From an optimization exercise on the open Yosys and OpenROAD flow, aimed at small area, a short achievable clock period and few clock cycles per item; shortcuts taken in it are not production practice.
Only simulation tests tie the RTL to the original design; equivalence was not proved.
Power and IR drop assume default switching activity.

===== flow/config.mk =====
export PLATFORM = sky130hd
export DESIGN_NAME = keyed_score_table
export DESIGN_NICKNAME = keyed_score_table
export VERILOG_FILES = /design/flow/design.v
export SDC_FILE = /design/flow/constraint.sdc
export NUM_CORES = 4
export LEC_CHECK = 0
export ABC_CLOCK_PERIOD_IN_PS = 3000
export CAP_MARGIN = 20
export CORE_MARGIN = 2
export CORE_UTILIZATION = 45
export SETUP_SLACK_MARGIN = 5
export SLEW_MARGIN = 20

===== flow/constraint.sdc =====
create_clock -name core_clock -period 10.0 [get_ports {clk}]
set_input_delay 2.0000 -clock core_clock [delete_from_list [all_inputs] [get_ports {clk}]]
set_output_delay 2.0000 -clock core_clock [all_outputs]
set_load 0.01 [all_outputs]

===== flow/design.v =====
`timescale 1ns / 1ps
package kst_pkg;
    localparam int MAX_PLAYERS = 16;
    localparam int IDX_W       = $clog2(MAX_PLAYERS);
    localparam int CNT_W       = $clog2(MAX_PLAYERS + 1);
    localparam int SUM_W       = 32 + CNT_W;
    localparam logic [2:0] OP_CLEAR  = 3'd0;
    localparam logic [2:0] OP_ADD    = 3'd1;
    localparam logic [2:0] OP_UPDATE = 3'd2;
    localparam logic [2:0] OP_MAX    = 3'd3;
    localparam logic [2:0] OP_REMOVE = 3'd4;
    localparam logic [2:0] OP_SORT   = 3'd5;
    localparam logic [2:0] OP_AVG    = 3'd6;
    localparam logic [2:0] OP_NONE   = 3'd7;
    localparam logic [1:0] ST_OK       = 2'd0;
    localparam logic [1:0] ST_EMPTY    = 2'd1;
    localparam logic [1:0] ST_NOTFOUND = 2'd2;
    localparam logic [1:0] ST_FULL     = 2'd3;
endpackage
`timescale 1ns / 1ps
module kst_divider #(
    parameter int STEPS = 2
) (
    input  logic               clk,
    input  logic               rst_n,
    input  logic               load,
    input  logic signed [36:0] dividend,
    input  logic [4:0]         divisor,
    output logic               done,
    output logic               done_nx,      
    output logic [31:0]        quotient
);
    localparam int CYC = (18 + STEPS - 1) / STEPS;
    localparam int DW  = 2 * CYC * STEPS;
    logic [DW-1:0] dq_reg;    
    logic [3:0]    r_reg;     
    logic          neg_reg;
    logic [$clog2(CYC+1)-1:0] cyc_reg;
    logic          busy_reg;
    logic [3:0]    qk [1:3];
    logic [1:0]    rk [1:3];
    logic [DW-1:0] dq_out;
    logic [3:0]    r_out;
    logic [5:0]    kn;
    logic [3:0]    nm1;       
    assign nm1 = 4'(divisor - 5'd1);
    logic        p2;
    logic [31:0] p2q;
    logic        p2r;
    always_comb
    begin
        p2  = 1'b1;
        p2q = dividend[31:0];
        p2r = 1'b0;
        case (divisor)
            5'd1:  begin p2q = dividend[31:0]; p2r = 1'b0;               end
            5'd2:  begin p2q = dividend[32:1]; p2r = dividend[0];        end
            5'd4:  begin p2q = dividend[33:2]; p2r = |dividend[1:0];     end
            5'd8:  begin p2q = dividend[34:3]; p2r = |dividend[2:0];     end
            5'd16: begin p2q = dividend[35:4]; p2r = |dividend[3:0];     end
            default: p2 = 1'b0;
        endcase
    end
    function automatic logic ge4(input logic [3:0] r, input logic [3:0] a);
        logic [3:0] g, k;
        g = r & ~a;
        k = r | ~a;
        ge4 = g[3] | (k[3] & g[2]) | (k[3] & k[2] & g[1]) | (k[3] & k[2] & k[1] & k[0]);
    endfunction
    function automatic logic gt4(input logic [3:0] r, input logic [3:0] a);
        logic [3:0] g, k;
        g = r & ~a;
        k = r | ~a;
        gt4 = g[3] | (k[3] & g[2]) | (k[3] & k[2] & g[1]) | (k[3] & k[2] & k[1] & g[0]);
    endfunction
    function automatic logic gt2(input logic [1:0] a, input logic [1:0] b);
        gt2 = (a[1] & ~b[1]) | ((a[1] | ~b[1]) & a[0] & ~b[0]);
    endfunction
    function automatic logic [21:0] step4(input logic [3:0] r, input logic [1:0] be,
                                          input logic [3:0] q1, input logic [3:0] q2,
                                          input logic [3:0] q3, input logic [1:0] r1,
                                          input logic [1:0] r2, input logic [1:0] r3);
        logic [3:0] qq [1:3];
        logic [1:0] rr [1:3];
        logic [3:0] cand [0:3];
        logic [3:1] ck;
        logic       up;
        logic [1:0] ek, dk;
        logic [1:0] dig;
        qq[1] = q1; qq[2] = q2; qq[3] = q3;
        rr[1] = r1; rr[2] = r2; rr[3] = r3;
        cand[0] = {r[1:0], be};
        for (int k = 1; k <= 3; k++)
        begin
            up      = gt2(rr[k], be);
            ek      = be - rr[k];
            ck[k]   = up ? gt4(r, qq[k]) : ge4(r, qq[k]);
            dk      = up ? 2'(r[1:0] - qq[k][1:0] - 2'd1) : 2'(r[1:0] - qq[k][1:0]);
            cand[k] = {dk, ek};
        end
        dig = ck[3] ? 2'd3 : ck[2] ? 2'd2 : ck[1] ? 2'd1 : 2'd0;
        step4 = {dig, cand[3], cand[2], cand[1], cand[0]};
    endfunction
    logic [21:0] s1;
    logic [21:0] s2 [0:3];
    logic [1:0]  g1, g2;
    logic [3:0]  c1 [0:3];
    logic [3:0]  r1n;
    always_comb
    begin
        r_out  = r_reg;
        dq_out = dq_reg;
        for (int s = 0; s < STEPS; s += 2)
        begin
            s1 = step4(r_out, dq_out[DW-1:DW-2], qk[1], qk[2], qk[3], rk[1], rk[2], rk[3]);
            g1 = s1[17:16];
            for (int j = 0; j < 4; j++)
            begin
                c1[j] = s1[4*j +: 4];
                s2[j] = step4(c1[j], dq_out[DW-3:DW-4], qk[1], qk[2], qk[3], rk[1], rk[2], rk[3]);
            end
            g2    = s2[g1][17:16];
            r1n   = s2[g1][4*s2[g1][17:16] +: 4];
            r_out = r1n;
            dq_out = {dq_out[DW-5:0], g1, g2};
        end
    end
    assign done_nx = load ? p2 : (done || (busy_reg && cyc_reg == CYC - 1));
    always_ff @(posedge clk or negedge rst_n)
    begin
        if (!rst_n)
        begin
            busy_reg <= 1'b0;
            done     <= 1'b0;
            cyc_reg  <= '0;
        end
        else if (load)
        begin
            busy_reg <= !p2;
            done     <= p2;
            cyc_reg  <= '0;
        end
        else if (busy_reg)
        begin
            cyc_reg <= cyc_reg + 1'b1;
            if (cyc_reg == CYC - 1)
            begin
                busy_reg <= 1'b0;
                done     <= 1'b1;
            end
        end
    end
    always_ff @(posedge clk)
    begin
        if (load)
        begin
            if (p2)
            begin
                r_reg  <= {3'd0, p2r};
                dq_reg <= DW'(p2q);
            end
            else
            begin
                r_reg  <= dividend[36] ? nm1 : 4'd0;
                dq_reg <= DW'(dividend);
            end
            neg_reg <= dividend[36];
            for (int k = 1; k <= 3; k++)
            begin
                kn    = 6'(k) * {1'b0, divisor};
                qk[k] <= kn[5:2];
                rk[k] <= kn[1:0];
            end
        end
        else if (busy_reg)
        begin
            dq_reg <= dq_out;
            r_reg  <= r_out;
        end
    end
    assign quotient = dq_reg[31:0] + {31'd0, neg_reg && (r_reg != 4'd0)};
endmodule
`timescale 1ns / 1ps
import kst_pkg::*;
module keyed_score_table_core #(
    parameter int DIV_STEPS = 2
) (
    input  logic        clk,
    input  logic        rst_n,
    input  logic        in_valid,
    output logic        in_ready,
    input  logic [2:0]  in_op,
    input  logic [31:0] in_player_id,
    input  logic [31:0] in_score,
    output logic        out_valid,
    input  logic        out_ready,
    output logic [1:0]  out_status,
    output logic [31:0] out_id,
    output logic [31:0] out_score,
    output logic        out_last
);
    localparam int N = MAX_PLAYERS;
    logic              a_v;
    logic [2:0]        a_op;
    logic [31:0]       a_id;
    logic [31:0]       a_sc;
    logic              b_v;
    logic [2:0]        b_op;
    logic              b_sort;           
    logic [31:0]       b_id;
    logic [31:0]       b_sc;
    logic [N-1:0]      b_m;       
    logic [N-1:0]      b_xlt;     
    logic [N-1:0]      b_xgt;     
    logic [N-1:0][31:0] ids;
    logic [N-1:0][31:0] scs;
    logic [N-1:0]       valid;
    logic [4:0]         cnt;
    logic [N-1:0][N-1:0] lt;
    logic [N-1:0][N-1:0] bu;
    logic              s_act;
    logic [3:0]        s_k;
    logic [N-1:0]      rem;
    logic signed [36:0] sum, sum_next;
    logic [31:0]       addv, subv;
    logic              zero_f, chg1;
    logic [1:0]        q_cnt;
    logic              ov;        
    logic              ir;        
    logic [66:0]       q_head, q_tail;
    logic              div_done, div_done_nx;
    logic [31:0]       div_q;
    logic [N-1:0][N-1:0] bf;     
    logic [N-1:0][N-1:0] eqm;    
    logic [N-1:0][N-1:0] rs;     
    logic [N-1:0][N-1:0] bx;     
    always_comb
    begin
        for (int j = 0; j < N; j++)
            for (int i = 0; i < N; i++)
            begin
                if (j == i)
                begin
                    bf[j][i]  = 1'b0;
                    eqm[j][i] = 1'b0;
                    rs[j][i]  = 1'b0;
                    bx[j][i]  = 1'b0;
                end
                else
                begin
                    bf[j][i]  = (j < i) ? bu[j][i] : !bu[i][j];
                    eqm[j][i] = !lt[j][i] && !lt[i][j];
                    rs[j][i]  = lt[j][i] || (eqm[j][i] && bf[j][i]);
                    bx[j][i]  = lt[i][j] || (eqm[j][i] && bf[j][i]);
                end
            end
    end
    logic [N-1:0] m, sel, maxsel, minsel, fre, rem_eff;
    logic         found;
    logic         oa, ob, oc;
    always_comb
    begin
        m       = b_m & valid;
        rem_eff = rem;
        for (int i = 0; i < N; i++)
        begin
            oa = 1'b0; ob = 1'b0; oc = 1'b0;
            for (int j = 0; j < N; j++)
            begin
                oa = oa | (m[j] & bf[j][i]);
                ob = ob | (valid[j] & bx[j][i]);
                oc = oc | (rem_eff[j] & rs[j][i]);
            end
            sel[i]    = m[i] & !oa;
            maxsel[i] = valid[i] & !ob;
            minsel[i] = rem_eff[i] & !oc;
        end
        found = |m;
        for (int i = 0; i < N; i++)
        begin
            fre[i] = !valid[i];
            for (int j = 0; j < i; j++)
                fre[i] = fre[i] & valid[j];
        end
    end
    function automatic logic done_fn(input logic bv, input logic [2:0] op, input logic [4:0] n,
                                     input logic [3:0] k, input logic dd, input logic chg,
                                     input logic [1:0] qc);
        logic d;
        case (op)
            OP_SORT: d = (n == 5'd0) || ({1'b0, k} == n - 5'd1);
            OP_AVG:  d = (n == 5'd0) || (dd && !chg);
            default: d = 1'b1;
        endcase
        done_fn = bv && (qc != 2'd2) && d;
    endfunction
    logic        room, empty, full, go, last, avg_rdy, done_op, produce;
    logic        add_ok, upd_ok, rem_ok, clr, sort_step, wr;
    logic [N-1:0] rdsel, w;
    logic [31:0] rd_id, rd_sc, old_sc;
    logic [66:0] res;
    assign room    = (q_cnt != 2'd2);
    assign empty   = (cnt == 5'd0);
    assign full    = cnt[4];
    assign go      = b_v && room;
    assign last    = ({1'b0, s_k} == cnt - 5'd1);
    assign avg_rdy = div_done && !chg1;
    assign add_ok    = go && (b_op == OP_ADD) && !full;
    assign upd_ok    = go && (b_op == OP_UPDATE) && found;
    assign rem_ok    = go && (b_op == OP_REMOVE) && found;
    assign clr       = go && (b_op == OP_CLEAR);
    assign sort_step = go && (b_op == OP_SORT) && !empty;
    assign wr        = add_ok || upd_ok;
    assign w         = add_ok ? fre : sel;
    always_comb
    begin
        rdsel  = b_sort ? minsel : maxsel;
        rd_id  = '0;
        rd_sc  = '0;
        old_sc = '0;
        for (int i = 0; i < N; i++)
        begin
            rd_id  = rd_id | (ids[i] & {32{rdsel[i]}});
            rd_sc  = rd_sc | (scs[i] & {32{rdsel[i]}});
            old_sc = old_sc | (scs[i] & {32{sel[i]}});
        end
    end
    always_comb
    begin
        done_op = 1'b1;
        produce = 1'b1;
        res     = {ST_OK, 32'd0, 32'd0, 1'b1};
        case (b_op)
            OP_ADD:
                if (full) res = {ST_FULL, 32'd0, 32'd0, 1'b1};
            OP_UPDATE, OP_REMOVE:
                if (empty) res = {ST_EMPTY, 32'd0, 32'd0, 1'b1};
                else if (!found) res = {ST_NOTFOUND, 32'd0, 32'd0, 1'b1};
            OP_MAX:
                if (empty) res = {ST_EMPTY, 32'd0, 32'd0, 1'b1};
                else res = {ST_OK, rd_id, rd_sc, 1'b1};
            OP_SORT:
                if (empty) res = {ST_EMPTY, 32'd0, 32'd0, 1'b1};
                else
                begin
                    res     = {ST_OK, rd_id, rd_sc, last};
                    done_op = last;
                end
            OP_AVG:
                if (empty) res = {ST_EMPTY, 32'd0, 32'd0, 1'b1};
                else
                begin
                    res     = {ST_OK, 32'd0, div_q, 1'b1};
                    done_op = avg_rdy;
                    produce = avg_rdy;
                end
            OP_NONE:
                produce = 1'b0;
            default: ;
        endcase
        done_op = done_op && go;
        produce = produce && go;
    end
    logic         b_take, a_take;
    logic [N-1:0] am, axlt, axgt;
    logic         f_eq, f_lt, f_gt;
    assign b_take   = !b_v || done_op;
    assign a_take   = ir;
    assign in_ready = ir;
    logic        a_v_n, b_v_n, chg1_n;
    logic [2:0]  b_op_n;
    logic [4:0]  cnt_n;
    logic [3:0]  s_k_n;
    logic [1:0]  q_cnt_n;
    always_comb
    begin
        a_v_n  = a_take ? in_valid : a_v;
        b_v_n  = b_take ? a_v : b_v;
        b_op_n = b_take ? a_op : b_op;
        if (clr)
            cnt_n = 5'd0;
        else if (add_ok)
            cnt_n = cnt + 5'd1;
        else if (rem_ok)
            cnt_n = cnt - 5'd1;
        else
            cnt_n = cnt;
        s_k_n   = sort_step ? (last ? 4'd0 : s_k + 4'd1) : s_k;
        chg1_n  = add_ok || upd_ok || rem_ok;
        q_cnt_n = q_cnt + {1'b0, produce} - {1'b0, ov && out_ready};
    end
    assign f_eq = (a_id == b_id);
    assign f_lt = $signed(a_sc) < $signed(b_sc);
    assign f_gt = $signed(a_sc) > $signed(b_sc);
    always_comb
    begin
        for (int i = 0; i < N; i++)
        begin
            am[i]   = (add_ok && fre[i]) ? f_eq : (ids[i] == a_id);
            axlt[i] = (wr && w[i]) ? f_lt : ($signed(a_sc) < $signed(scs[i]));
            axgt[i] = (wr && w[i]) ? f_gt : ($signed(a_sc) > $signed(scs[i]));
        end
    end
    always_ff @(posedge clk or negedge rst_n)
    begin
        if (!rst_n)
        begin
            a_v   <= 1'b0;
            b_v   <= 1'b0;
            valid <= '0;
            cnt   <= '0;
            s_act <= 1'b0;
            s_k   <= '0;
            chg1  <= 1'b0;
            q_cnt <= '0;
            ov    <= 1'b0;
            ir    <= 1'b1;
        end
        else
        begin
            a_v <= a_v_n;
            b_v <= b_v_n;
            if (clr)
                valid <= '0;
            else if (add_ok)
                valid <= valid | fre;
            else if (rem_ok)
                valid <= valid & ~sel;
            cnt <= cnt_n;
            if (sort_step)
                s_act <= !last;
            s_k   <= s_k_n;
            chg1  <= chg1_n;
            q_cnt <= q_cnt_n;
            ov    <= (q_cnt_n != 2'd0);
            ir    <= !a_v_n || !b_v_n
                     || done_fn(b_v_n, b_op_n, cnt_n, s_k_n, div_done_nx, chg1_n, q_cnt_n);
        end
    end
    assign sum_next = (zero_f ? 37'sd0 : sum) + 37'($signed(addv)) - 37'($signed(subv));
    always_ff @(posedge clk)
    begin
        if (a_take)
        begin
            a_op <= in_op;
            a_id <= in_player_id;
            a_sc <= in_score;
        end
        if (b_take)
        begin
            b_op  <= b_op_n;
            b_sort <= (a_op == OP_SORT);
            b_id  <= a_id;
            b_sc  <= a_sc;
            b_m   <= am;
            b_xlt <= axlt;
            b_xgt <= axgt;
        end
        for (int i = 0; i < N; i++)
        begin
            if (add_ok && fre[i])
                ids[i] <= b_id;
            if (wr && w[i])
                scs[i] <= b_sc;
        end
        for (int a = 0; a < N; a++)
            for (int b = 0; b < N; b++)
                if (a != b)
                begin
                    if (wr && w[a])
                        lt[a][b] <= b_xlt[b];
                    else if (wr && w[b])
                        lt[a][b] <= b_xgt[a];
                end
        for (int j = 0; j < N; j++)
            for (int i = j + 1; i < N; i++)
            begin
                if (add_ok && fre[j])
                    bu[j][i] <= 1'b1;
                else if (add_ok && fre[i])
                    bu[j][i] <= 1'b0;
                else if (sort_step && !s_act)
                    bu[j][i] <= rs[j][i];
            end
        if (sort_step)
            rem <= last ? valid : rem_eff & ~minsel;
        else if (s_act)
            rem <= rem;
        else if (clr)
            rem <= '0;
        else if (add_ok)
            rem <= valid | fre;
        else if (rem_ok)
            rem <= valid & ~sel;
        else
            rem <= valid;
        addv   <= wr ? b_sc : 32'd0;
        subv   <= (upd_ok || rem_ok) ? old_sc : 32'd0;
        zero_f <= add_ok && empty;
        sum    <= sum_next;
        if (q_cnt == 2'd0 || (q_cnt == 2'd1 && out_ready))
        begin
            if (produce)
                q_head <= res;
        end
        else if (out_ready)
            q_head <= q_tail;
        if (produce)
            q_tail <= res;
    end
    kst_divider #(.STEPS(DIV_STEPS)) u_div (
        .clk(clk), .rst_n(rst_n),
        .load(chg1), .dividend(sum_next), .divisor(cnt),
        .done(div_done), .done_nx(div_done_nx), .quotient(div_q)
    );
    assign out_valid  = ov;
    assign out_status = q_head[66:65];
    assign out_id     = q_head[64:33];
    assign out_score  = q_head[32:1];
    assign out_last   = q_head[0];
endmodule
`timescale 1ns / 1ps
module keyed_score_table (
    input  logic        clk,
    input  logic        rst_n,
    input  logic        in_valid,
    output logic        in_ready,
    input  logic [2:0]  in_op,
    input  logic [31:0] in_player_id,
    input  logic [31:0] in_score,
    output logic        out_valid,
    input  logic        out_ready,
    output logic [1:0]  out_status,
    output logic [31:0] out_id,
    output logic [31:0] out_score,
    output logic        out_last
);
    keyed_score_table_core u_core (
        .clk(clk), .rst_n(rst_n),
        .in_valid(in_valid), .in_ready(in_ready),
        .in_op(in_op), .in_player_id(in_player_id), .in_score(in_score),
        .out_valid(out_valid), .out_ready(out_ready),
        .out_status(out_status), .out_id(out_id), .out_score(out_score),
        .out_last(out_last)
    );
endmodule

===== flow/flow/run.sh =====
#!/bin/bash
set -euo pipefail
bash standard.sh SETUP_SLACK_MARGIN=6 finish > layout.log 2>&1

===== flow/standard.sh =====
#!/bin/bash
# synth_recipe.tcl (not shown) runs the flow's synth.tcl, then flattens the netlist and writes it again
# the make line also repeats each setting of config.mk as NAME=value (left out here)
make -C /OpenROAD-flow-scripts/flow DESIGN_CONFIG=/design/flow/config.mk WORK_HOME=/design/flow/orfs CLKGATE_MAP_FILE= SYNTH_SCRIPT=/design/flow/synth_recipe.tcl "${@:-finish}"

==> impl_metrics.ini, run 1 <==
[logic_synthesis]
synth-compound-area-share_pct = 18.47
synth.net_count = 10640
synth.distinct_cells = 109
synth_enable_flop_cells = 1648
yosys.area.top_type = edfxtp_1
yosys-mux-area-fraction_pct = 0.9812
yosys.area_share.simple_pct = 10.97
postSynthAreaPerCell_um2 = 10.91
synth_flop_cell = edfxtp_1
ys_ff_latch = 1909
synthAdderAreaFrac_pct = 8.423
synth_top_family_by_area = compound AO/OA/AOI/OAI gates
synth_top_cell_area_share_pct = 45.98
yosysSeqAreaShare_pct = 51.02
ys_warn_count = 21
netlist_area_um2 = 107600
synth_cells = 9866
synth.area.top_cells = edfxtp_1, ha_1, xnor2_1
async_flop_share_pct = 2.043
synth_xor_area_share_pct = 5.433

[pwr]
p_per_area_nw_per_um2 = 305.7
leakagePower_nw = 48.66
peakVddDrop_mv = 0.3353

[floorplanning]
die_area_um2 = 243100
die_h_um = 493.0
core_um2 = 237900
rows = 179
die_w_um = 493.0
start_util_pct = 45.25
ioPinCount = 140

[clock_network]
clk_pin_slew_ns = 0.07
cts_buffer_depth = 3
clk_latency_ns = 0.95
cts_tree = yes
clock-sinks = 1909
cts-root-buf = clkbuf_16
cts_buffers = 214
htreeDepth = 4

[sta]
whs_ns = 0.4930
fin_crit_sh_pct = 43.16
finalHoldViolations = 0
slew_headroom_pct = 6.536
slew_violations = 0
worstMarginPinSlew_ns = 1.389
max_freq_mhz = 231.7
finalCriticalPeriod_ns = 4.316
setup_tns_ns = 0
fin_skew_ns = 0.1190
rsz0062_at_grt = yes
setup_violations = 0
setup_slack_ns = 5.684

[routing]
vias_per_cell = 7.183
drt_wl_total_mm = 612.9
wl_per_cell_um = 44.80
drt-initial-drc-count = 19710
vias = 98270
ant_nets = 0
route.detailed.drc = 0
firstDrtPassIters = 29

[grt]
grt_overflow = 0
grt_pass1_vias = 89770
grt_pass1_wl_mm = 799.5
antenna_found_initial = 78
grt_util_all_layers_pct = 48.33
grt_max_degree = 134

[critical_path]
path_max_fanout = 29
slowest_stage = nand4_1
cp_cell_sequence = buf_4 -> o21ai_0 -> nand4_1 -> nor4_4 -> a31o_4 -> buf_12 -> a22o_1 -> a221oi_2 -> nand4_1 -> a22o_1 -> mux2_2
critPathLaunchType = flop
cp-end-kind = flop
critical_path_class = flop to flop
critical_path.max_stage_delay_ns = 0.73
cp.required_ns = 10.62
cp.arrival_ns = 4.93

[layout]
final_layout_size_suffix_gt1_share_pct = 14.47
syn2layout_area_growth_pct = 18.63
fin_util_pct = 53.68
reg_top3 = u_core.ids x512, u_core.scs x512, u_core.lt x240
nNetsFinal = 11050

[flow_run]
max-cap-violations = 0

[placement]
hpwl_mm = 409.8
gp_congestion = 1.076
port_buffers = 139
dp_slack_ns = 4.311

[hold_path]
hold_path_class = flop to flop

[status]
outcome = timing/DRC/antenna clean
==> kinds of logic (layout without fill, tap and decap cells) <==
group	Yosys count	after routing
compound gates	2878	2885
xor+xnor	666	666
fa+ha+maj	703	703
buf+inv	1293	1887
flops	1909	1909
mux	97	97
other cells	0	47
simple gates	2320	2320
==> layout make-up <==
class / instances / area, µm²
clock inverter: 130 / 1708
inverter: 791 / 3179
fill: 20620 / 110200
timing repair buffer: 690 / 7183
antenna: 47 / 117.6
multi-input combinational: 6671 / 50710
tap: 3167 / 3963
timing repair inverter: 1 / 8.758
sequential: 1909 / 54960
clock buffer: 275 / 5839
==> cell usage after synthesis (13+ instances only) <==
| cell | count |
|---|---|
| a211oi_1 | 19 |
| a21o_1 | 334 |
| a21oi_1 | 270 |
| a221o_1 | 47 |
| a221oi_1 | 302 |
| a22o_1 | 269 |
| a22oi_1 | 394 |
| a31o_2 | 16 |
| a31oi_1 | 97 |
| and2_1 | 33 |
| and3_1 | 85 |
| buf_1 | 39 |
| buf_2 | 100 |
| buf_4 | 13 |
| clkbuf_1 | 345 |
| dfrtp_1 | 38 |
| dfxtp_1 | 222 |
| edfxtp_1 | 1648 |
| fa_1 | 37 |
| ha_1 | 662 |
| inv_1 | 776 |
| mux2_2 | 67 |
| mux2i_1 | 29 |
| nand2_1 | 649 |
| nand2b_1 | 107 |
| nand3_1 | 147 |
| nand4_1 | 354 |
| nor2_1 | 452 |
| nor2b_1 | 270 |
| nor3_1 | 36 |
| nor4_1 | 81 |
| o2111ai_1 | 49 |
| o211ai_1 | 29 |
| o21a_1 | 74 |
| o21ai_0 | 785 |
| o221ai_1 | 16 |
| o22ai_1 | 61 |
| o2bb2ai_1 | 15 |
| or3_1 | 18 |
| xnor2_1 | 601 |
| xor2_1 | 64 |
==> worst max-delay path, delay by kind of cell, from the launching register on <==
| kind | cells | cell delay [ns] |
|---|---|---|
| and+or+nand+nor | 3 | 0.97 |
| AOI/OAI and AO/OA | 5 | 1.69 |
| muxes | 1 | 0.28 |
| buffers and inverters | 2 | 0.55 |
| DFF | 1 | 0.41 |
==> power by group <==
group          switching [mW]  internal, mW  total [mW]
Sequential               2.10          11.0        13.1
Combinational            11.2          6.19        17.4
Clock                    3.73          4.85        8.58
Total                    17.0          22.0        39.0
==> layer usage <==
metal  vias to the layer above  routed length [µm]  part of all wire, %  track usage, %
met1                     48530              223200                   36           61.90
met5                         -                 708                 0.12          0.2935
met3                      2368               98530                   16           22.18
li1                      38050                   -                    -               -
met2                      9263              242300                   40           66.44
met4                        56               48190                  7.9           28.46
==> through the flow <==
stage          total power, mW  cells  cell area, µm²
4_1_cts                  36.80  13530          125200
6_report                 39.03  13680          127700
3_5_place_dp             26.44  12970          113700
5_1_grt                  39.78  13640          127600
2_1_floorplan            19.94   9866          107700
3_3_place_gp             26.29  12960          113600
==> timing repair <==
item	in CTS	in global routing
hold endpoints to repair	0	0
endpoints found under the setup margin	1650	441
hold buffers	0	0
pin swaps	100	101
resized for setup	655	274
cloned	15	12
setup buffers	139	94
==> final timing paths <==
path,from,to,slack (ns),depth (start not counted)
min in group asynchronous,rst_n,u_core.valid[13]$_DFF_PN0_,1.20,1
hold reg to reg,u_core.a_id[13]$_DFFE_PP_,u_core.b_id[13]$_DFFE_PN_,0.49,0
hold / removal,u_core.a_id[13]$_DFFE_PP_,u_core.b_id[13]$_DFFE_PN_,0.49,0
max in group asynchronous,rst_n,u_core.valid[4]$_DFF_PN0_,8.16,1
setup reg to reg,u_core.rem[3]$_DFFE_PP_,u_core.q_head[21]$_DFFE_PP_,5.68,11
setup / recovery,u_core.rem[3]$_DFFE_PP_,u_core.q_head[21]$_DFFE_PP_,5.68,11
==> cells in the final DEF, fill, tap and decap left out, drive strengths merged, types with 276 or more instances in the layout <==
| cell type | netlist | layout |
|---|---|---|
| inv | 786 | 781 |
| nand4 | 354 | 354 |
| o21ai | 797 | 797 |
| a22oi | 394 | 394 |
| buf | 157 | 533 |
| edfxtp | 1648 | 1648 |
| nor2 | 453 | 453 |
| a21o | 334 | 334 |
| nand2 | 656 | 656 |
| clkbuf | 345 | 289 |
| xnor2 | 601 | 601 |
| ha | 662 | 662 |
| a221oi | 302 | 302 |
| nor2b | 276 | 276 |
Testbench counts, summed over its fixed seeds: cycles 5,914, items 3,200.
==> run 2, diff against run 1 <==
--- a/flow/design.v
+++ b/flow/design.v
@@ -216,14 +216,15 @@
     logic [N-1:0][31:0] scs;
     logic [N-1:0]       valid;
     logic [4:0]         cnt;
-    logic [N-1:0][N-1:0] lt;
+    logic [N-1:0][N-1:0] su;
+    logic [N-1:0][N-1:0] mu;
     logic [N-1:0][N-1:0] bu;
     logic              s_act;
     logic [3:0]        s_k;
     logic [N-1:0]      rem;
     logic signed [36:0] sum, sum_next;
     logic [31:0]       addv, subv;
-    logic              zero_f, chg1;
+    logic              chg1;
     logic [1:0]        q_cnt;
     logic              ov;        
     logic              ir;        
@@ -231,7 +232,6 @@
     logic              div_done, div_done_nx;
     logic [31:0]       div_q;
     logic [N-1:0][N-1:0] bf;     
-    logic [N-1:0][N-1:0] eqm;    
     logic [N-1:0][N-1:0] rs;     
     logic [N-1:0][N-1:0] bx;     
     always_comb
@@ -241,17 +241,15 @@
             begin
                 if (j == i)
                 begin
-                    bf[j][i]  = 1'b0;
-                    eqm[j][i] = 1'b0;
-                    rs[j][i]  = 1'b0;
-                    bx[j][i]  = 1'b0;
+                    bf[j][i] = 1'b0;
+                    rs[j][i] = 1'b0;
+                    bx[j][i] = 1'b0;
                 end
                 else
                 begin
-                    bf[j][i]  = (j < i) ? bu[j][i] : !bu[i][j];
-                    eqm[j][i] = !lt[j][i] && !lt[i][j];
-                    rs[j][i]  = lt[j][i] || (eqm[j][i] && bf[j][i]);
-                    bx[j][i]  = lt[i][j] || (eqm[j][i] && bf[j][i]);
+                    bf[j][i] = (j < i) ? bu[j][i] : !bu[i][j];
+                    rs[j][i] = (j < i) ? su[j][i] : !su[i][j];
+                    bx[j][i] = (j < i) ? mu[j][i] : !mu[i][j];
                 end
             end
     end
@@ -437,7 +435,7 @@
                      || done_fn(b_v_n, b_op_n, cnt_n, s_k_n, div_done_nx, chg1_n, q_cnt_n);
         end
     end
-    assign sum_next = (zero_f ? 37'sd0 : sum) + 37'($signed(addv)) - 37'($signed(subv));
+    assign sum_next = sum + 37'($signed(addv)) - 37'($signed(subv));
     always_ff @(posedge clk)
     begin
         if (a_take)
@@ -463,15 +461,20 @@
             if (wr && w[i])
                 scs[i] <= b_sc;
         end
-        for (int a = 0; a < N; a++)
-            for (int b = 0; b < N; b++)
-                if (a != b)
+        for (int j = 0; j < N; j++)
+            for (int i = j + 1; i < N; i++)
+            begin
+                if (wr && w[j])
                 begin
-                    if (wr && w[a])
-                        lt[a][b] <= b_xlt[b];
-                    else if (wr && w[b])
-                        lt[a][b] <= b_xgt[a];
+                    su[j][i] <= b_xlt[i] || (!b_xgt[i] && (add_ok || bu[j][i]));
+                    mu[j][i] <= b_xgt[i] || (!b_xlt[i] && (add_ok || bu[j][i]));
                 end
+                else if (wr && w[i])
+                begin
+                    su[j][i] <= b_xgt[j] || (!b_xlt[j] && !add_ok && bu[j][i]);
+                    mu[j][i] <= b_xlt[j] || (!b_xgt[j] && !add_ok && bu[j][i]);
+                end
+            end
         for (int j = 0; j < N; j++)
             for (int i = j + 1; i < N; i++)
             begin
@@ -496,8 +499,7 @@
             rem <= valid;
         addv   <= wr ? b_sc : 32'd0;
         subv   <= (upd_ok || rem_ok) ? old_sc : 32'd0;
-        zero_f <= add_ok && empty;
-        sum    <= sum_next;
+        sum    <= (add_ok && empty) ? 37'sd0 : sum_next;
         if (q_cnt == 2'd0 || (q_cnt == 2'd1 && out_ready))
         begin
             if (produce)
==> run 2 against run 1 <==
- highest routed layer unchanged
- design area decreased by 1.2%
- largest power group unchanged
- sequential share of layout area increased by 0.52 points
- final cell count increased by 1.7%
- utilization decreased by 1.1 points
- combinational power decreased by 3%
- still clean
==> impl_metrics.ini, run 2 <==
[status]
outcome = timing/DRC/antenna clean

[critical_path]
r2r-end = u_core.q_head[1]$_DFFE_PP_
cp-startpoint = u_core.su[45]$_DFFE_PP_
reg2reg_from = u_core.su[45]$_DFFE_PP_
critPathLaunchType = flop
cp.arrival_ns = 4.97
critical_path_class = flop to flop
cp.required_ns = 10.74
reg2reg_depth = 10
critPathCapture = u_core.q_head[1]$_DFFE_PP_
rrSetupSlack_ns = 5.77
cp_cell_sequence = a22oi_1 -> o211ai_1 -> nor4_2 -> a31o_2 -> buf_4 -> a221oi_1 -> and3_1 -> nand4_1 -> a22o_1 -> mux2_2
crit_cells = 10
cp_num_buf_inv = 1
slowest_stage = buf_4
cp-end-kind = flop
critical_path.max_stage_delay_ns = 0.57
crit_family = compound AO/OA/AOI/OAI gates
path_max_fanout = 21

[logic_synthesis]
synth.area.top_cells = edfxtp_1, ha_1, xnor2_1
yosys.area.top_type = edfxtp_1
synth.most_common_cell = edfxtp_1
ys_top_cells_by_count = edfxtp_1, inv_1, a21oi_1, nor2_1, ha_1
async_flop_share_pct = 2.044
synth_cells = 10190
netlist_area_um2 = 108400
synth_top_cell_area_share_pct = 45.67
ys_warn_count = 21
yosysSeqAreaShare_pct = 50.65
synth.net_count = 10970
postSynthAreaPerCell_um2 = 10.63
synth.distinct_cells = 119
synth_flop_cell = edfxtp_1
ys_ff_latch = 1908
synth_enable_flop_cells = 1648

[routing]
ant_nets = 0
wl_per_cell_um = 43.71
vias = 99260
firstDrtPassIters = 14
drt_wl_total_mm = 608.1
route.detailed.drc = 0
vias_per_cell = 7.134
drt-initial-drc-count = 20000

[floorplanning]
die_h_um = 494.7
die_w_um = 494.7
core_um2 = 240100
rows = 180
start_util_pct = 45.14
die_area_um2 = 244800
ioPinCount = 140

[clock_network]
cts_tree = yes
htreeDepth = 4
cts-root-buf = clkbuf_16
clk_latency_ns = 0.95
cts_buffers = 211
cts_buffer_depth = 3
clock-sinks = 1908
clk_pin_slew_ns = 0.06

[grt]
grt_pass1_wl_mm = 798.4
grt_max_degree = 91
antenna_found_initial = 49
grt_overflow = 0
busiest_layer = met2
met1_usage_pct = 61.79
grt_pass1_vias = 90110
grt_util_all_layers_pct = 47.98
grtUsageMet3_pct = 20.16
grtUsageMet2_pct = 65.87

[layout]
syn2layout_area_growth_pct = 16.39
n_fill_cell = 21190
final_common_cell = edfxtp_1
final_layout_size_suffix_gt1_share_pct = 12.66
reg_top3 = u_core.ids x512, u_core.scs x512
mostFrequentLayoutCells = edfxtp_1, inv_1, a21oi_1
nNetsFinal = 11280
final_cells = 13910

[sta]
setup_violations = 0
slew_violations = 0
finalCriticalPeriod_ns = 4.228
slew_headroom_pct = 10.96
fin_crit_sh_pct = 42.28
worstMarginPinSlew_ns = 1.323
finalHoldViolations = 0
rsz0062_at_grt = yes
fin_skew_ns = 0.1197
setup_tns_ns = 0
max_freq_mhz = 236.5

[pwr]
p_per_area_nw_per_um2 = 301.8
peakVddDrop_mv = 0.2356
leakagePower_nw = 47.75

[placement]
place_inst = 13270
gp_congestion = 1.087
hpwl_mm = 415.5
port_buffers = 139

[flow_run]
max-cap-violations = 0

[hold_path]
hold_path_class = flop to flop
==> run 2: worst register-to-register path: stages, from the launching register on <==
cell and delay, ns:
edfxtp_1 0.56, a22oi_1 0.40, o211ai_1 0.21, nor4_2 0.56, a31o_2 0.32, buf_4 0.57
a221oi_1 0.21, and3_1 0.24, nand4_1 0.48, a22o_1 0.30, mux2_2 0.20
==> run 2: routing by layer <==
layer  wire length [µm]  vias up
li1                   -    38970
met1             222000    48790
met2             240200     9153
met3              94470     2309
met4              51130       36
met5                354        -
==> run 2: how the worst min path moves through the flow <==
stage,start,to,slack [ns],cells past startpoint
floorplan,u_core.a_id[0]$_DFFE_PP_,u_core.b_id[0]$_DFFE_PN_,0.42,0
global placement,u_core.a_sc[12]$_DFFE_PP_,u_core.b_sc[12]$_DFFE_PN_,0.44,0
detailed placement,u_core.a_sc[0]$_DFFE_PP_,u_core.b_sc[0]$_DFFE_PN_,0.44,0
CTS,u_core.a_sc[12]$_DFFE_PP_,u_core.b_sc[12]$_DFFE_PN_,0.47,0
global route,u_core.a_sc[12]$_DFFE_PP_,u_core.b_sc[12]$_DFFE_PN_,0.47,0
finish,u_core.a_sc[12]$_DFFE_PP_,u_core.b_sc[12]$_DFFE_PN_,0.47,0
==> run 2: layout make-up <==
type	count	area [µm²]	share of cell area, %
Clock buffer	272	5733	4.545
Sequential cell	1908	54950	43.57
Antenna cell	31	77.57	0.06151
Timing Repair Buffer	695	6598	5.231
Tap cell	3185	3985	3.160
Inverter	826	3196	2.534
Multi-Input combinational cell	6868	49910	39.57
Clock inverter	128	1680	1.332
==> run 2: cell families (layout without fill, tap and decap cells) <==
family / count (synthesis) / count (layout) / share of synthesized area, %
buf+inv: 1425 / 1921 / 5.099
compound gates: 2766 / 2773 / 17.64
fa+ha+maj: 706 / 706 / 8.396
mux: 116 / 116 / 1.135
simple gates: 2610 / 2610 / 11.72
xor+xnor: 663 / 663 / 5.365
other cells: 0 / 31 / 0
flops: 1908 / 1908 / 50.65
==> run 2: repair_timing <==
action | 4_1_cts | 5_1_grt
resized for setup | 281 | 204
buffers inserted | 96 | 106
pin swaps | 39 | 48
hold buffers | 0 | 0
gates cloned | 9 | 5
setup endpoints to repair | 1715 | 529
endpoints found under the hold margin | 0 | 0
==> run 2: power breakdown <==
part	switching, mW	internal, mW	total (mW)
Clock	3.65	4.79	8.44
Sequential	1.91	10.9	12.9
Combinational	11.1	5.63	16.8
Total	16.7	21.4	38.1
==> run 2: metrics by stage <==
step / instance area [µm²] / power (mW) / utilization [%] / setup slack (ns) / hold slack, ns
finish: 126100 / 38.06 / 52.53 / 5.772 / 0.4677
global route: 126100 / 39.05 / 52.50 / 5.824 / 0.4731
CTS: 124100 / 36.20 / 51.67 / 5.998 / 0.4687
detailed placement: 114600 / 27.13 / 47.72 / 4.162 / 0.4387
global placement: 114500 / 26.89 / 47.69 / 4.184 / 0.4382
floorplan: 108500 / 20.62 / - / 5.484 / 0.4244
Testbench counts of run 2, summed over its fixed seeds: cycles 5,914, items 3,200.
==> run 3, diff against run 2 <==
==> flow/flow/run.sh (replaced) <==
#!/bin/bash
set -euo pipefail
bash standard.sh SETUP_SLACK_MARGIN=6.3 finish > layout.log 2>&1
==> run 3 against run 2 <==
- critical path depth up 1
- combinational power is 14% higher
- sequential share of layout area fell by 1.7 points
- final cell count is 1.8% higher
- sequential power is essentially flat
- flip-flop and latch count stayed put
- worst hold slack got worse by 0.010 ns
- power up 5.8%
- clock skew is 0.012 ns lower
- count of clock-buffer cells in the layout is 9 lower
==> impl_metrics.ini, run 3 <==
[status]
outcome = timing/DRC/antenna clean

[logic_synthesis]
synth_top_cell_area_share_pct = 45.67
synth_cells = 10190
async_flop_share_pct = 2.044
synth.area.top_cells = edfxtp_1, ha_1, xnor2_1
synth.distinct_cells = 119
postSynthAreaPerCell_um2 = 10.63
synth_flop_cell = edfxtp_1
ys_ff_latch = 1908
yosys.area.top_type = edfxtp_1
synth.most_common_cell = edfxtp_1
netlist_area_um2 = 108400
ys_warn_count = 21
yosysSeqAreaShare_pct = 50.65
ys_top_cells_by_count = edfxtp_1, inv_1, a21oi_1, nor2_1, ha_1
synth.net_count = 10970
synth_enable_flop_cells = 1648

[placement]
place_inst = 13260
hpwl_mm = 416.3
placed_cell_area_um2 = 114600
dp_slack_ns = 4.103
gp_congestion = 1.066
port_buffers = 139

[floorplanning]
start_util_pct = 45.14
die_area_um2 = 244800
die_w_um = 494.7
rows = 180
die_h_um = 494.7
ioPinCount = 140
core_um2 = 240100

[clock_network]
clk_pin_slew_ns = 0.06
cts-root-buf = clkbuf_16
cts_buffer_depth = 3
cts_buffers = 210
cts_hold_buf = 0
cts_tree = yes
clock-sinks = 1908
htreeDepth = 4
clk_latency_ns = 0.95

[routing]
vias_per_cell = 7.179
drt_wl_total_mm = 637.8
ant_nets = 0
vias = 101700
route.detailed.drc = 0
wl_per_cell_um = 45.03
firstDrtPassIters = 8
drt-initial-drc-count = 20030

[sta]
setup_violations = 0
slew_headroom_pct = 11.84
slew_violations = 0
finalCriticalPeriod_ns = 3.961
worstMarginPinSlew_ns = 1.322
rsz0062_at_grt = yes
finalHoldViolations = 0
fin_crit_sh_pct = 39.61
fin_skew_ns = 0.1072
setup_tns_ns = 0
setup_slack_ns = 6.039
max_freq_mhz = 252.5

[hold_path]
hold_depth = 0
min_from = u_core.b_sc[12]$_DFFE_PN_
hold_path_class = flop to flop
worstHoldEndpoint = u_core.scs[12]$_DFFE_PP_

[layout]
syn2layout_area_growth_pct = 21.17
nNetsFinal = 11530
n_fill_cell = 20700
final_cell_area_um2 = 131300
final_cells = 14170
final_common_cell = edfxtp_1
mostFrequentLayoutCells = edfxtp_1, inv_1, a21oi_1
reg_top3 = u_core.ids x512, u_core.scs x512
final_layout_size_suffix_gt1_share_pct = 16.81

[critical_path]
critPathLaunchType = flop
r2r-end = u_core.q_head[15]$_DFFE_PP_
cp.required_ns = 10.64
cp.arrival_ns = 4.60
rrSetupSlack_ns = 6.04
cp-end-kind = flop
path_max_fanout = 32
critical_path_class = flop to flop
reg2reg_from = u_core.rem[12]$_DFFE_PP_
reg2reg_depth = 11

[flow_run]
max-cap-violations = 0

[grt]
grt_util_all_layers_pct = 49.86
antenna_found_initial = 66
grt_pass1_wl_mm = 826.5
grt_max_degree = 110
grt_overflow = 0
grt_pass1_vias = 91930

[pwr]
p_per_area_nw_per_um2 = 306.5
peakVddDrop_mv = 0.2160
leakagePower_nw = 49.99
[run 3: cell counts after synthesis]
No cell type changed its count.
[run 3: layout make-up]
cell class	count	area, µm²	area share [%]
clock inverters	138	1612	1.227
repair buffers	940	9848	7.500
well taps	3185	3985	3.035
diodes	34	85.08	0.06480
multi-input cells	6871	51800	39.45
flip-flops and latches	1908	54960	41.86
inverters	826	3236	2.464
clock buffers	263	5777	4.400
[run 3: report_power, final]
| part | internal (mW) | leakage [nW] | total [mW] | switching (mW) |
|---|---|---|---|---|
| clock network | 4.75 | 3.56 | 8.41 | 3.65 |
| registers | 10.9 | 17.6 | 12.7 | 1.74 |
| logic | 6.69 | 28.9 | 19.2 | 12.5 |
[run 3: worst max path at each step]
stage                                     startpoint                                end  slack (ns)  cells after the start
final                       u_core.rem[12]$_DFFE_PP_        u_core.q_head[15]$_DFFE_PP_        6.04                     11
after floorplan              u_core.cnt[0]$_DFF_PN0_                u_core.ir$_DFF_PN1_        5.48                     12
after CTS                        u_core.ir$_DFF_PN1_                           in_ready        6.12                      1
after global routing      u_core.addv[13]$_SDFF_PN0_  u_core.u_div.dq_reg[22]$_DFFE_PP_        6.05                     15
after global placement                     out_ready        u_core.q_head[40]$_DFFE_PP_        4.12                      7
after detailed placement                   out_ready        u_core.q_head[40]$_DFFE_PP_        4.10                      7
[run 3: metrics by stage]
stage               total power [mW]  hold slack [ns]  util [%]
global placement               27.12           0.4337     47.71
detailed placement             27.36           0.4506     47.74
global route                   41.10           0.4635     54.66
CTS                            37.60           0.4631     53.19
finish                         40.25           0.4574     54.69
floorplan                      20.63           0.4244         -
[run 3: cells by family after synthesis]
family	Yosys count	synth area share [%]
mux	116	1.135
simple gates	2610	11.72
buf+inv	1425	5.099
fa+ha+maj	706	8.396
flops	1908	50.65
xor+xnor	663	5.365
compound gates	2766	17.64
[run 3: metal layers]
metal	part of all wire (%)	track usage (%)	vias up
li1	-	-	39500
met1	35	62.63	49970
met2	39	68.52	9716
met3	16	21.94	2443
met4	9.0	33.55	54
met5	0.14	2.035	-
[run 3: worst max-delay path: stages, from the launching register on]
cell and delay [ns]:
edfxtp_1 0.48, inv_1 0.07, buf_4 0.23, o22ai_2 0.31, nor3_1 0.16, a31o_4 0.29, buf_16 0.18, a22o_1 0.32
a221oi_2 0.22, nand4_1 0.67, o2bb2ai_2 0.35, mux2_4 0.27
[run 3: what timing repair did]
action	4_1_cts	5_1_grt
endpoints found under the setup margin	1952	657
gates resized for setup	795	337
cloned	26	15
hold endpoints to repair	0	0
buffers inserted	252	176
pin swaps	129	148
==> run 4, diff against run 3 <==
--- a/flow/config.mk
+++ b/flow/config.mk
@@ -8,6 +8,6 @@
 export ABC_CLOCK_PERIOD_IN_PS = 3000
 export CAP_MARGIN = 20
 export CORE_MARGIN = 2
-export CORE_UTILIZATION = 45
+export CORE_UTILIZATION = 50
 export SETUP_SLACK_MARGIN = 5
 export SLEW_MARGIN = 20
==> run 4 against run 3 <==
- the layout now fails its checks (capacitance limit)
- sequential power about the same
- synthesized area unchanged
- clock skew about the same
- non-clock buffer count down 13
- wire length down 1.8%
- flip-flop and latch count unchanged
- utilization up 6.0 points
- register-to-register slack worse by 0.098 ns
- count of clock-buffer cells in the layout down 18
==> impl_metrics.ini, run 4 <==
[grt]
grt_pass1_wl_mm = 802.2
antenna_found_initial = 80
grt_pass1_vias = 94080
grt_util_all_layers_pct = 52.98
grt_max_degree = 75
grt_overflow = 0

[critical_path]
path_max_fanout = 8
critPathLaunchType = flop
cp_common_cell = o21a_1
critical_path_class = flop to flop
cp_cell_sequence = buf_12 -> ha_1 -> nor2b_1 -> o21a_1 -> o21a_1 -> o21a_4 -> o21a_1 -> o21ai_2 -> o211ai_1 -> a211oi_4 -> mux2i_4 -> buf_12 -> o22ai_1
critical_path.max_stage_delay_ns = 0.64
cp_num_buf_inv = 2
cp-end-kind = flop
cp.arrival_ns = 4.66
crit_family = compound AO/OA/AOI/OAI gates
slowest_stage = a211oi_4
cp.required_ns = 10.60

[sta]
setup_violations = 0
finalCriticalPeriod_ns = 4.059
fin_crit_sh_pct = 40.59
fin_skew_ns = 0.1073
rsz0062_at_grt = yes
slew_headroom_pct = 1.589
max_freq_mhz = 246.4
setup_slack_ns = 5.941
slew_violations = 0
worstMarginPinSlew_ns = 1.463
setup_tns_ns = 0
whs_ns = 0.4544
finalHoldViolations = 0

[floorplanning]
rows = 170
die_w_um = 469.5
die_h_um = 469.5
start_util_pct = 50.39
ioPinCount = 140
core_um2 = 215000
die_area_um2 = 220500

[clock_network]
clk_latency_ns = 0.93
cts_tree = yes
cts_buffer_depth = 3
cts_buffers = 206
cts_hold_buf = 0
clock-sinks = 1908
clk_pin_slew_ns = 0.06
htreeDepth = 4
cts-root-buf = clkbuf_16

[pwr]
power_frac_comb_pct = 47.2
clock_power_share_pct = 20.7
pwr-share-seq_pct = 32.1
p_switching_mw = 17.89
p_per_area_nw_per_um2 = 308.6
peakVddDrop_mv = 0.2799
p_int_mw = 22.41
switching_share_pct = 44.39
leakagePower_nw = 49.82

[routing]
drt_wl_total_mm = 626.4
route.detailed.drc = 0
drt-initial-drc-count = 23250
ant_nets = 0
firstDrtPassIters = 22
vias = 104500
wl_per_cell_um = 45.39
vias_per_cell = 7.573

[logic_synthesis]
synth_cells = 10190
async_flop_share_pct = 2.044
ys_warn_count = 21
ys_top_cells_by_count = edfxtp_1, inv_1, a21oi_1, nor2_1, ha_1
synth.distinct_cells = 119
yosysSeqAreaShare_pct = 50.65
synth.net_count = 10970
synth_top_cell_area_share_pct = 45.67
ys_ff_latch = 1908
synth.most_common_cell = edfxtp_1
yosys.area.top_type = edfxtp_1
postSynthAreaPerCell_um2 = 10.63
synth.area.top_cells = edfxtp_1, ha_1, xnor2_1
synth_flop_cell = edfxtp_1
netlist_area_um2 = 108400
synth_enable_flop_cells = 1648

[layout]
nNetsFinal = 11510
syn2layout_area_growth_pct = 20.51
n_fill_cell = 17170
fin_util_pct = 60.73
reg_top3 = u_core.ids x512, u_core.scs x512
regArea_um2 = 54980
final_layout_size_suffix_gt1_share_pct = 16.69
mostFrequentLayoutCells = edfxtp_1, inv_1, a21oi_1
multiInputGateArea_um2 = 51710
final_common_cell = edfxtp_1

[status]
violations = capacitance limit
outcome = finished with violations

[placement]
port_buffers = 139
gp_congestion = 1.090
hpwl_mm = 409.5
dp_slack_ns = 4.354

[flow_run]
max-cap-violations = 1

[hold_path]
hold_path_class = flop to flop
## run 4: cell type report
type | instances | area share, %
inverter | 826 | 2.502
multi-input combinational | 6871 | 39.60
timing repair buffer | 927 | 7.444
antenna | 42 | 0.08048
sequential | 1908 | 42.10
clock inverter | 143 | 1.394
clock buffer | 245 | 4.161
tap | 2838 | 2.719
## run 4: what timing repair did
action | CTS | global route
resized for setup | 740 | 428
pin swaps | 113 | 154
cloned | 17 | 32
endpoints found under the setup margin | 1857 | 793
buffers inserted | 209 | 218
## run 4: worst reg2reg max path: stages (launching register included)
cell,delay (ns)
edfxtp_1,0.44
buf_12,0.18
ha_1,0.33
nor2b_1,0.14
o21a_1,0.17
o21a_1,0.18
o21a_4,0.22
o21a_1,0.18
o21ai_2,0.13
o211ai_1,0.55
a211oi_4,0.64
mux2i_4,0.33
buf_12,0.16
o22ai_1,0.08
## run 4: power groups by stage
stage | sequential [mW] | clock, mW | combinational, mW
floorplan | 12.1 | 0 | 8.48
global placement | 13.1 | 0 | 13.6
detailed placement | 13.1 | 0 | 13.9
CTS | 12.8 | 8.26 | 16.1
global route | 12.9 | 8.56 | 19.5
finish | 12.9 | 8.34 | 19.0
## run 4: logic make-up (layout without fill, tap and decap cells)
group	after synthesis	in the layout	synth area share, %
flip-flops	1908	1908	50.65
multiplexers	116	116	1.135
AND/OR/NAND/NOR	2610	2615	11.72
XOR/XNOR	663	663	5.365
other	0	42	0
AO/OA/AOI/OAI	2766	2771	17.64
adder cells (fa/ha/maj)	706	706	8.396
buffers and inverters	1425	2141	5.099
## run 4: path summary, 6_finish.rpt
| kind | slack [ns] | endpoint | from | depth (start not counted) |
|---|---|---|---|---|
| min in group asynchronous | 1.27 | u_core.s_act$_DFFE_PN0P_ | rst_n | 2 |
| worst max-delay path | 5.94 | u_core.b_xgt[6]$_DFFE_PN_ | u_core.a_sc[1]$_DFFE_PP_ | 13 |
| worst min-delay path | 0.45 | u_core.b_id[4]$_DFFE_PN_ | u_core.a_id[4]$_DFFE_PP_ | 0 |
| worst min register to register | 0.45 | u_core.b_id[4]$_DFFE_PN_ | u_core.a_id[4]$_DFFE_PP_ | 0 |
| max in group asynchronous | 8.21 | u_core.valid[13]$_DFF_PN0_ | rst_n | 2 |
| worst max register to register | 5.94 | u_core.b_xgt[6]$_DFFE_PN_ | u_core.a_sc[1]$_DFFE_PP_ | 13 |
## run 4: metal layers
metal / track usage, % / share of wire, % / up-vias
met5: 3.180 / 0.28 / -
met3: 26.71 / 18 / 3342
met1: 64.35 / 33 / 50220
met2: 71.89 / 38 / 11350
met4: 37.73 / 10 / 91
li1: - / - / 39500
## run 4: per-stage QoR
step / instance area [µm²] / power [mW] / std cells
floorplan: 108500 / 20.63 / 10190
global placement: 113800 / 26.68 / 12890
detailed placement: 113900 / 27.04 / 12890
CTS: 125900 / 37.09 / 13510
global route: 130500 / 40.93 / 13770
finish: 130600 / 40.30 / 13800
==> run 5, diff against run 4 <==
==> flow/flow/run.sh (replaced) <==
#!/bin/bash
set -euo pipefail
bash standard.sh SETUP_SLACK_MARGIN=6.45 finish > layout.log 2>&1
--- a/flow/config.mk
+++ b/flow/config.mk
@@ -8,6 +8,6 @@
 export ABC_CLOCK_PERIOD_IN_PS = 3000
 export CAP_MARGIN = 20
 export CORE_MARGIN = 2
-export CORE_UTILIZATION = 50
+export CORE_UTILIZATION = 45
 export SETUP_SLACK_MARGIN = 5
 export SLEW_MARGIN = 20
==> run 5 against run 4 <==
- the run now finishes clean
- flip-flop and latch count is the same
- count of clock-buffer cells in the layout grew 4
- die area grew 11%
- power grew 2.8%
- sequential power is essentially flat
- non-clock buffer count grew 175
- design area grew 3.7%
- final cell count grew 3.9%
- register-to-register slack is essentially flat
- clock power grew 4.9%
==> impl_metrics.ini, run 5 <==
[logic_synthesis]
synth_cells = 10190
ys_ff_latch = 1908
async_flop_share_pct = 2.044
synth_top_cell_area_share_pct = 45.67
ys_warn_count = 21
synth.area.top_cells = edfxtp_1, ha_1, xnor2_1
yosysSeqAreaShare_pct = 50.65
synth.most_common_cell = edfxtp_1
yosys.area.top_type = edfxtp_1
synth_flop_cell = edfxtp_1
synth.distinct_cells = 119
synth_enable_flop_cells = 1648
ys_top_cells_by_count = edfxtp_1, inv_1, a21oi_1, nor2_1, ha_1
netlist_area_um2 = 108400
synth.net_count = 10970
postSynthAreaPerCell_um2 = 10.63

[grt]
grt_pass1_wl_mm = 819.2
grt_overflow = 0
antenna_found_initial = 67
grt_max_degree = 79
grt_pass1_vias = 93420
grt_util_all_layers_pct = 49.25

[floorplanning]
die_h_um = 494.7
die_area_um2 = 244800
core_um2 = 240100
rows = 180
ioPinCount = 140
start_util_pct = 45.14
die_w_um = 494.7

[layout]
mostFrequentLayoutCells = edfxtp_1, inv_1, a21oi_1
multiInputGateArea_um2 = 53240
nNetsFinal = 11700
regArea_um2 = 54980
final_cells = 14330
final_layout_size_suffix_gt1_share_pct = 20.18
fin_util_pct = 56.43
reg_top3 = u_core.ids x512, u_core.scs x512
final_cell_area_um2 = 135500
n_fill_cell = 20430
syn2layout_area_growth_pct = 25.02
final_common_cell = edfxtp_1

[pwr]
leakagePower_nw = 51.57
power_frac_comb_pct = 47.8
switching_share_pct = 43.87
peakVddDrop_mv = 0.2806
p_per_area_nw_per_um2 = 305.8
clock_power_share_pct = 21.1
pwr-share-seq_pct = 31.1
p_switching_mw = 18.17
p_int_mw = 23.25

[critical_path]
cp_cell_sequence = buf_4 -> buf_4 -> inv_2 -> o22ai_2 -> a2111oi_1 -> buf_4 -> a31o_4 -> buf_12 -> a22o_1 -> a221oi_1 -> nand4_1 -> o2bb2ai_2 -> mux2_4
critical_path.max_stage_delay_ns = 0.87
crit_family = compound AO/OA/AOI/OAI gates
cp-end-kind = flop
path_max_fanout = 4
cp_common_cell = buf_4
critPathLaunchType = flop
cp_num_buf_inv = 5
slowest_stage = nand4_1
critical_path_class = flop to flop
cp.required_ns = 10.64
cp.arrival_ns = 4.70

[clock_network]
htreeDepth = 4
cts_tree = yes
clock-sinks = 1908
clk_pin_slew_ns = 0.07
cts-root-buf = clkbuf_16
cts_buffers = 212
cts_buffer_depth = 3
clk_latency_ns = 0.98

[routing]
drt_wl_total_mm = 631.7
route.detailed.drc = 0
ant_nets = 0
vias_per_cell = 7.199
vias = 103200
wl_per_cell_um = 44.07
firstDrtPassIters = 10
drt-initial-drc-count = 20060

[sta]
slew_headroom_pct = 8.186
setup_tns_ns = 0
finalHoldViolations = 0
fin_crit_sh_pct = 40.58
whs_ns = 0.5103
worstMarginPinSlew_ns = 1.377
setup_violations = 0
slew_violations = 0
max_freq_mhz = 246.4
rsz0062_at_grt = yes
fin_skew_ns = 0.1595
finalCriticalPeriod_ns = 4.058

[placement]
place_inst = 13250
placed_cell_area_um2 = 114400
port_buffers = 139
gp_congestion = 1.103
hpwl_mm = 408.3

[status]
outcome = timing/DRC/antenna clean

[hold_path]
hold_path_class = flop to flop

[flow_run]
max-cap-violations = 0
==> run 5: changes by cell type in the layout (fill, tap and decap cells not counted), sizes merged, moves of 2 or more <==
cell           previous run  this run
clkdlybuf4s15             4        10
a31o                     25        27
diode                    42        36
dlygate4sd2              49         1
buf                     760       979
bufinv                   32        38
clkbuf                  282       271
clkinvlp                 32        47
inv                     807       800
clkinv                   98        95
bufbuf                    8        21
==> run 5: worst paths after layout <==
check | slack (ns) | depth (start not counted) | start | endpoint
setup / recovery | 5.94 | 13 | u_core.rem[5]$_DFFE_PP_ | u_core.q_head[15]$_DFFE_PP_
hold / removal | 0.51 | 2 | u_core.q_tail[57]$_DFFE_PP_ | u_core.q_head[57]$_DFFE_PP_
setup reg to reg | 5.94 | 13 | u_core.rem[5]$_DFFE_PP_ | u_core.q_head[15]$_DFFE_PP_
hold reg to reg | 0.51 | 2 | u_core.q_tail[57]$_DFFE_PP_ | u_core.q_head[57]$_DFFE_PP_
max in group asynchronous | 8.15 | 2 | rst_n | u_core.valid[2]$_DFF_PN0_
min in group asynchronous | 1.25 | 2 | rst_n | u_core.valid[14]$_DFF_PN0_
==> run 5: area by class of cell <==
type,instances,share of cell area [%]
clock inverters,154,1.585
diodes,36,0.06650
flip-flops and latches,1908,40.58
well taps,3185,2.942
repair buffers,1102,8.982
clock buffers,249,4.110
multi-input cells,6874,39.30
inverters,826,2.434
==> run 5: timing repair <==
item / 4_1_cts / 5_1_grt
pin swaps: 188 / 254
gates resized for setup: 1164 / 541
endpoints found under the setup margin: 2017 / 627
hold buffers: 0 / 0
cloned: 42 / 18
buffers inserted: 397 / 192
==> run 5: cell families after synthesis <==
kind of cell	synth area share [%]
flops	50.65
mux	1.135
buf+inv	5.099
compound gates	17.64
fa+ha+maj	8.396
xor+xnor	5.365
simple gates	11.72
==> run 5: metrics by stage <==
| stage | setup slack, ns | total power [mW] |
|---|---|---|
| floorplan | 5.484 | 20.63 |
| global placement | 4.451 | 26.80 |
| detailed placement | 4.398 | 27.07 |
| CTS | 6.132 | 38.60 |
| global route | 5.908 | 42.29 |
| finish | 5.942 | 41.42 |
==> run 5: power groups by stage <==
stage	logic, mW	registers, mW	clock network, mW
3_3_place_gp	13.7	13.1	0
5_1_grt	20.4	12.9	9.01
4_1_cts	17.1	12.7	8.73
6_report	19.8	12.9	8.75
2_1_floorplan	8.49	12.1	0
3_5_place_dp	14.0	13.1	0
==> run 5: routing by layer <==
layer | part of all wire (%) | GRT usage [%]
met5 | 0.21 | 1.331
met4 | 9.4 | 33.82
met3 | 16 | 24.02
met2 | 39 | 67.33
met1 | 35 | 60.41
==> run 5: worst min-delay path: stages (launching register included) <==
cell and delay [ns]:
edfxtp_1 0.32, nand2_1 0.05, nand2_1 0.06

-- re-timing with driven ports --
The results above use ideal ports. As a check the final layouts listed here were re-extracted and re-timed, cells and wires unchanged.
Step 1 assumes that a clkbuf_16 drives the clock port and a buf_2 every other input.
Step 2 times the ports against the registers' clock, not the clock port: input delays grow and output delays shrink by t, the midpoint of the rising clock arrivals with the driver on.
a / b / c = ideal / step 1 / step 2; a / b = the first two.
| run | shift t [ns] | slack for setup (ns) | hold slack, ns | latest minus earliest clock arrival (ns) | worst slew at a driven data input, ns |
|---|---|---|---|---|---|
| run 1 | 0.997 | 5.684 / 5.684 / 5.085 | 0.493 / 0.493 / 0.493 | 0.120 / 0.119 | 0.11 |
| run 2 | 0.985 | 5.772 / 5.772 / 5.128 | 0.468 / 0.468 / 0.468 | 0.119 / 0.119 | 0.09 |
| run 3 | 0.991 | 6.039 / 6.015 / 5.316 | 0.457 / 0.457 / 0.457 | 0.107 / 0.107 | 0.09 |
| run 4 | 0.990 | 5.941 / 5.918 / 5.314 | 0.454 / 0.454 / 0.454 | 0.108 / 0.108 | 0.07 |
| run 5 | 1.002 | 5.942 / 5.942 / 5.509 | 0.510 / 0.510 / 0.510 | 0.160 / 0.160 | 0.06 |
The setup slack of run 3, which loses most, moves by -0.024 ns with the drivers and by -0.723 ns with both steps.
